This is an optimization exercise on Yosys and OpenROAD, whose aim is small area, not a production implementation. Function was checked by simulation only, so behaviour that the tests miss may differ from the original. Power is estimated from default activity; no workload was simulated.

==> run a <==
Design decode_stage, start of the top module:
module decode_stage #(
  parameter  int DATA_W  = 32,
  parameter  int PC_W    = 32,
  parameter  int REG_CNT = 32,
  localparam int RA_W    = $clog2(REG_CNT)
) (
  input  logic              clock,
  input  logic              reset,
  input  logic              if_valid,
  output logic              if_ready,
  input  logic [31:0]       if_instr,
  input  logic [PC_W-1:0]   if_pc,
  input  logic              wb_en,
  input  logic [RA_W-1:0]   wb_addr,
  input  logic [DATA_W-1:0] wb_data,
  input  logic              flush,
  output logic              ex_valid,
  input  logic              ex_ready,
  output logic [PC_W-1:0]   ex_pc,
  output logic [OP_W-1:0]   ex_op,
  output logic [DATA_W-1:0] ex_a,
  output logic [DATA_W-1:0] ex_b,
  output logic [RA_W-1:0]   ex_dst,
  output logic              ex_wr,
  output logic [DATA_W-1:0] ex_imm,
  output logic              halted
);
clock: 5.0 ns
lec_check: 0
cap_margin: 20
core_margin: 2
core_utilization: 40
slew_margin: 20
run.sh (not shown) runs the stock make flow with config.mk's settings and CLKGATE_MAP_FILE= SYNTH_SCRIPT=/design/flow/synth_recipe.tcl, a recipe that flattens the netlist after the stock synthesis.
==> run b: changes against run a <==
--- a/flow/design.v
+++ b/flow/design.v
@@ -66,24 +66,26 @@
 ) (
   input  logic                      clock,
   input  logic                      reset,
   input  logic                      wr_en,
   input  logic [RA_W-1:0]           wr_addr,
   input  logic [DATA_W-1:0]         wr_data,
   output logic [REG_CNT*DATA_W-1:0] regs_q
 );
-  logic [DATA_W-1:0] wd;
-  assign wd = wr_data & {DATA_W{~reset}};
   for (genvar r = 0; r < REG_CNT; r++) begin : g_reg
+    logic              hit;
     logic              we;
+    logic              keep;
     logic [DATA_W-1:0] q;
-    assign we = reset | (wr_en && (wr_addr == RA_W'(r)));
+    assign hit  = wr_en && (wr_addr == RA_W'(r));
+    assign we   = !reset && hit;
+    assign keep = !reset && !hit;
     always_ff @(posedge clock) begin
-      q <= ({DATA_W{we}} & wd) | ({DATA_W{~we}} & q);
+      q <= ({DATA_W{we}} & wr_data) | ({DATA_W{keep}} & q);
     end
     assign regs_q[r*DATA_W +: DATA_W] = q;
   end
 endmodule
 import decode_pkg::*;
 module decode_stage #(
   parameter  int DATA_W  = 32,
   parameter  int PC_W    = 32,
@@ -125,16 +127,18 @@
   logic [3:0]                code_q;
   logic [RA_W-1:0]           dst_q;
   logic [15:0]               imm_q;
   logic [PC_W-1:0]           pc_q;
   logic [DATA_W-1:0]         a_q;
   logic [DATA_W-1:0]         b_q;
   logic                      ld;
   logic                      hold;
+  logic                      ld_f;
+  logic                      hold_f;
   logic                      issue;
   logic                      accept;
   logic                      stall;
   logic                      wr_q;
   logic                      byp_a;
   logic                      byp_b;
   logic [REG_CNT-1:0]        dec_a;
   logic [REG_CNT-1:0]        dec_b;
@@ -166,16 +170,18 @@
     .wr_data (wb_data),
     .regs_q  (regs)
   );
   assign wr_q = !((code_q == 4'd8) || (code_q == 4'd9) ||
                   (code_q == 4'd13) || (code_q == 4'd14));
   assign issue  = ex_valid_q && ex_ready;
   assign ld     = !ex_valid_q || ex_ready;
   assign hold   = !ld;
+  assign ld_f   = ld && !reset;
+  assign hold_f = !ld && !reset;
   for (genvar r = 0; r < REG_CNT; r++) begin : g_dec
     assign dec_a[r]   = (rs == RA_W'(r));
     assign dec_b[r]   = (rt == RA_W'(r));
     assign dec_wb[r]  = wb_en && (wb_addr == RA_W'(r));
     assign dec_dst[r] = issue && wr_q && (dst_q == RA_W'(r));
   end
   assign byp_a = wb_en && (wb_addr == rs);
   assign byp_b = wb_en && (wb_addr == rt);
@@ -194,20 +200,20 @@
     for (int r = 0; r < REG_CNT; r++) begin
       a_d = a_d | ({DATA_W{sel_a[r]}} & regs[r*DATA_W +: DATA_W]);
       b_d = b_d | ({DATA_W{sel_b[r]}} & regs[r*DATA_W +: DATA_W]);
     end
   end
   always_ff @(posedge clock) begin
     a_q    <= a_d;
     b_q    <= b_d;
-    pc_q   <= ({PC_W{ld}} & if_pc)     | ({PC_W{hold}} & pc_q);
-    imm_q  <= ({16{ld}}   & imm)       | ({16{hold}}   & imm_q);
-    code_q <= ({4{ld}}    & code_in)   | ({4{hold}}    & code_q);
-    dst_q  <= ({RA_W{ld}} & (use_rt_in ? rt : rd)) | ({RA_W{hold}} & dst_q);
+    pc_q   <= ({PC_W{ld_f}} & if_pc)     | ({PC_W{hold_f}} & pc_q);
+    imm_q  <= ({16{ld_f}}   & imm)       | ({16{hold_f}}   & imm_q);
+    code_q <= ({4{ld_f}}    & code_in)   | ({4{hold_f}}    & code_q);
+    dst_q  <= ({RA_W{ld_f}} & (use_rt_in ? rt : rd)) | ({RA_W{hold_f}} & dst_q);
   end
   always_ff @(posedge clock) begin
     busy <= {REG_CNT{!reset}} & ((busy & ~dec_wb) | dec_dst);
   end
   always_ff @(posedge clock) begin
     ex_valid_q <= !reset && !flush && (accept || (ex_valid_q && !ex_ready));
     halted_q   <= !reset && (halted_q || (issue && (code_q == 4'd13)));
   end
==> flow/flow/run.sh (new file) <==
#!/bin/bash
# Own layout flow: the standard flow (standard.sh) with these changes, all
# made through ORFS's own variables or a wrapper around the standard synthesis:
#  - synthesis is synth_recipe.tcl unchanged, except that the final ABC
#    technology mapping of the combinational logic uses flow/area.abc, an
#    area-oriented script (flip-flops are mapped by dfflibmap before ABC, so
#    the registers, their names and cell types are the standard ones);
#  - the port buffers are buf_1 cells instead of ORFS's default choice;
#  - CTS uses clkbuf_16 with sink clusters of at most 22 within 100 um and no dummy loads.
# make's full output goes to flow_make.log here; each ORFS step also writes
# its own log under orfs/logs/.
set -euo pipefail
here=$(pwd)
orig=$(grep -o 'SYNTH_SCRIPT=[^ ]*' standard.sh | head -1 | cut -d= -f2)
test -n "$orig"
cat > "$here/area_synth.tcl" <<EOT
proc abc {args} {
  set i [lsearch \$args -script]
  if {\$i >= 0} { lset args [expr {\$i + 1}] $here/flow/area.abc }
  yosys abc {*}\$args
}
source $orig
EOT
sed "s#SYNTH_SCRIPT=[^ ]*#SYNTH_SCRIPT=$here/area_synth.tcl#" standard.sh > area_standard.sh
export BUFFER_PORTS_ARGS="-buffer_cell sky130_fd_sc_hd__buf_1"
export CTS_ARGS="-sink_clustering_enable -repair_clock_nets -dont_use_dummy_load -buf_list sky130_fd_sc_hd__clkbuf_16 -sink_clustering_size 22 -sink_clustering_max_diameter 100"
bash area_standard.sh > flow_make.log 2>&1
==> flow/flow/area.abc (new file) <==
strash
dc2
&get -n
&st
&dch -f
&nf -R 1000
&put
&get -n
&st
&dch -f
&nf -R 1000
&put
&get -n
&st
&dch -f
&nf -R 1000
&put
&get -n
&st
&dch -f
&nf -R 1000
&put
topo
==> flow/standard.sh (new file) <==
#!/bin/bash
# synth_recipe.tcl (not shown) runs the flow's synth.tcl, then flattens the netlist and writes it again
# the make line also repeats each setting of config.mk as NAME=value (left out here)
make -C /OpenROAD-flow-scripts/flow DESIGN_CONFIG=/design/flow/config.mk WORK_HOME=/design/flow/orfs CLKGATE_MAP_FILE= SYNTH_SCRIPT=/design/flow/synth_recipe.tcl "${@:-finish}"
Settings changed: CORE_UTILIZATION 40 to 35, PLACE_DENSITY from default to 0.4.
removed: flow/run.sh
==> notes.md <==
Number of rows in the core area: run a 130; run b 131
Finished Layout Cells: run a 5,624; run b 6,273
Reg-to-Reg End: run a b_q[15]; run b a_q[31]
Clock network latency to the later pin of the worst-skew pair: run a 800 ps; run b 780 ps
Final estimated routing congestion in global placement: run a 0.978; run b 0.964
Final critical-path share of the clock period: run a 98.1%; run b 92.5%
Total via count after detailed routing: run a 42,959; run b 52,384
Slew margin rel.: run a 16.1%; run b 9.07%
WP data arrival: run a 3900 ps; run b 3620 ps
Smallest setup slack after layout: run a 96.9 ps; run b 376 ps
Outcome: run a finished clean; run b finished clean
Number of buffer and inverter instances along the worst setup path: run a 4; run b 3
Die height: run a 359 µm; run b 363 µm
Power consumed by sequential cells: run a 12.4 mW; run b 9.59 mW
Fraction of area in clock buffers and inverters: run a 7.03%; run b 2.78%
Most common library cell in the layout ignoring fill and taps: run a sky130_fd_sc_hd__edfxtp_1; run b sky130_fd_sc_hd__dfxtp_1
Final Net Count: run a 3,971; run b 4,705
Start point of the worst min-delay path: run a busy[3]; run b if_pc[12]
Library cell appearing most often on the critical path: run a sky130_fd_sc_hd__clkdlybuf4s50_1; run b sky130_fd_sc_hd__buf_1
Largest incremental delay on the critical path: run a 550 ps; run b 510 ps

separate check: timing with driven ports:
No port has a modelled driver above. Below, the same layouts with a new extraction and two added sets of constraints. Step 1 assumes that a clkbuf_16 drives the clock port and a buf_2 every other input. Step 2, shift: input delay + t, output delay - t, t = (earliest + latest rising clock arrival at the registers) / 2. This alone moves slack from input paths to output paths. a / b / c = ideal / step 1 / step 2; a / b = the first two.
run	t, ns	setup slack, ns	worst hold slack (ns)	slew at the worst register clock pin (ns)	worst slew at a driven data input, ns
run a	0.847	0.097 / 0.070 / -0.001	0.490 / 0.490 / 0.490	0.07 / 0.07	0.07
run b	0.817	0.376 / 0.348 / -0.059	0.446 / 0.388 / 0.475	0.11 / 0.11	0.11
With both steps, setup timing fails in run a and run b, where it was met with ideal ports. The setup slack of run b, which loses most, moves by -0.028 ns with the drivers and by -0.435 ns with both steps.
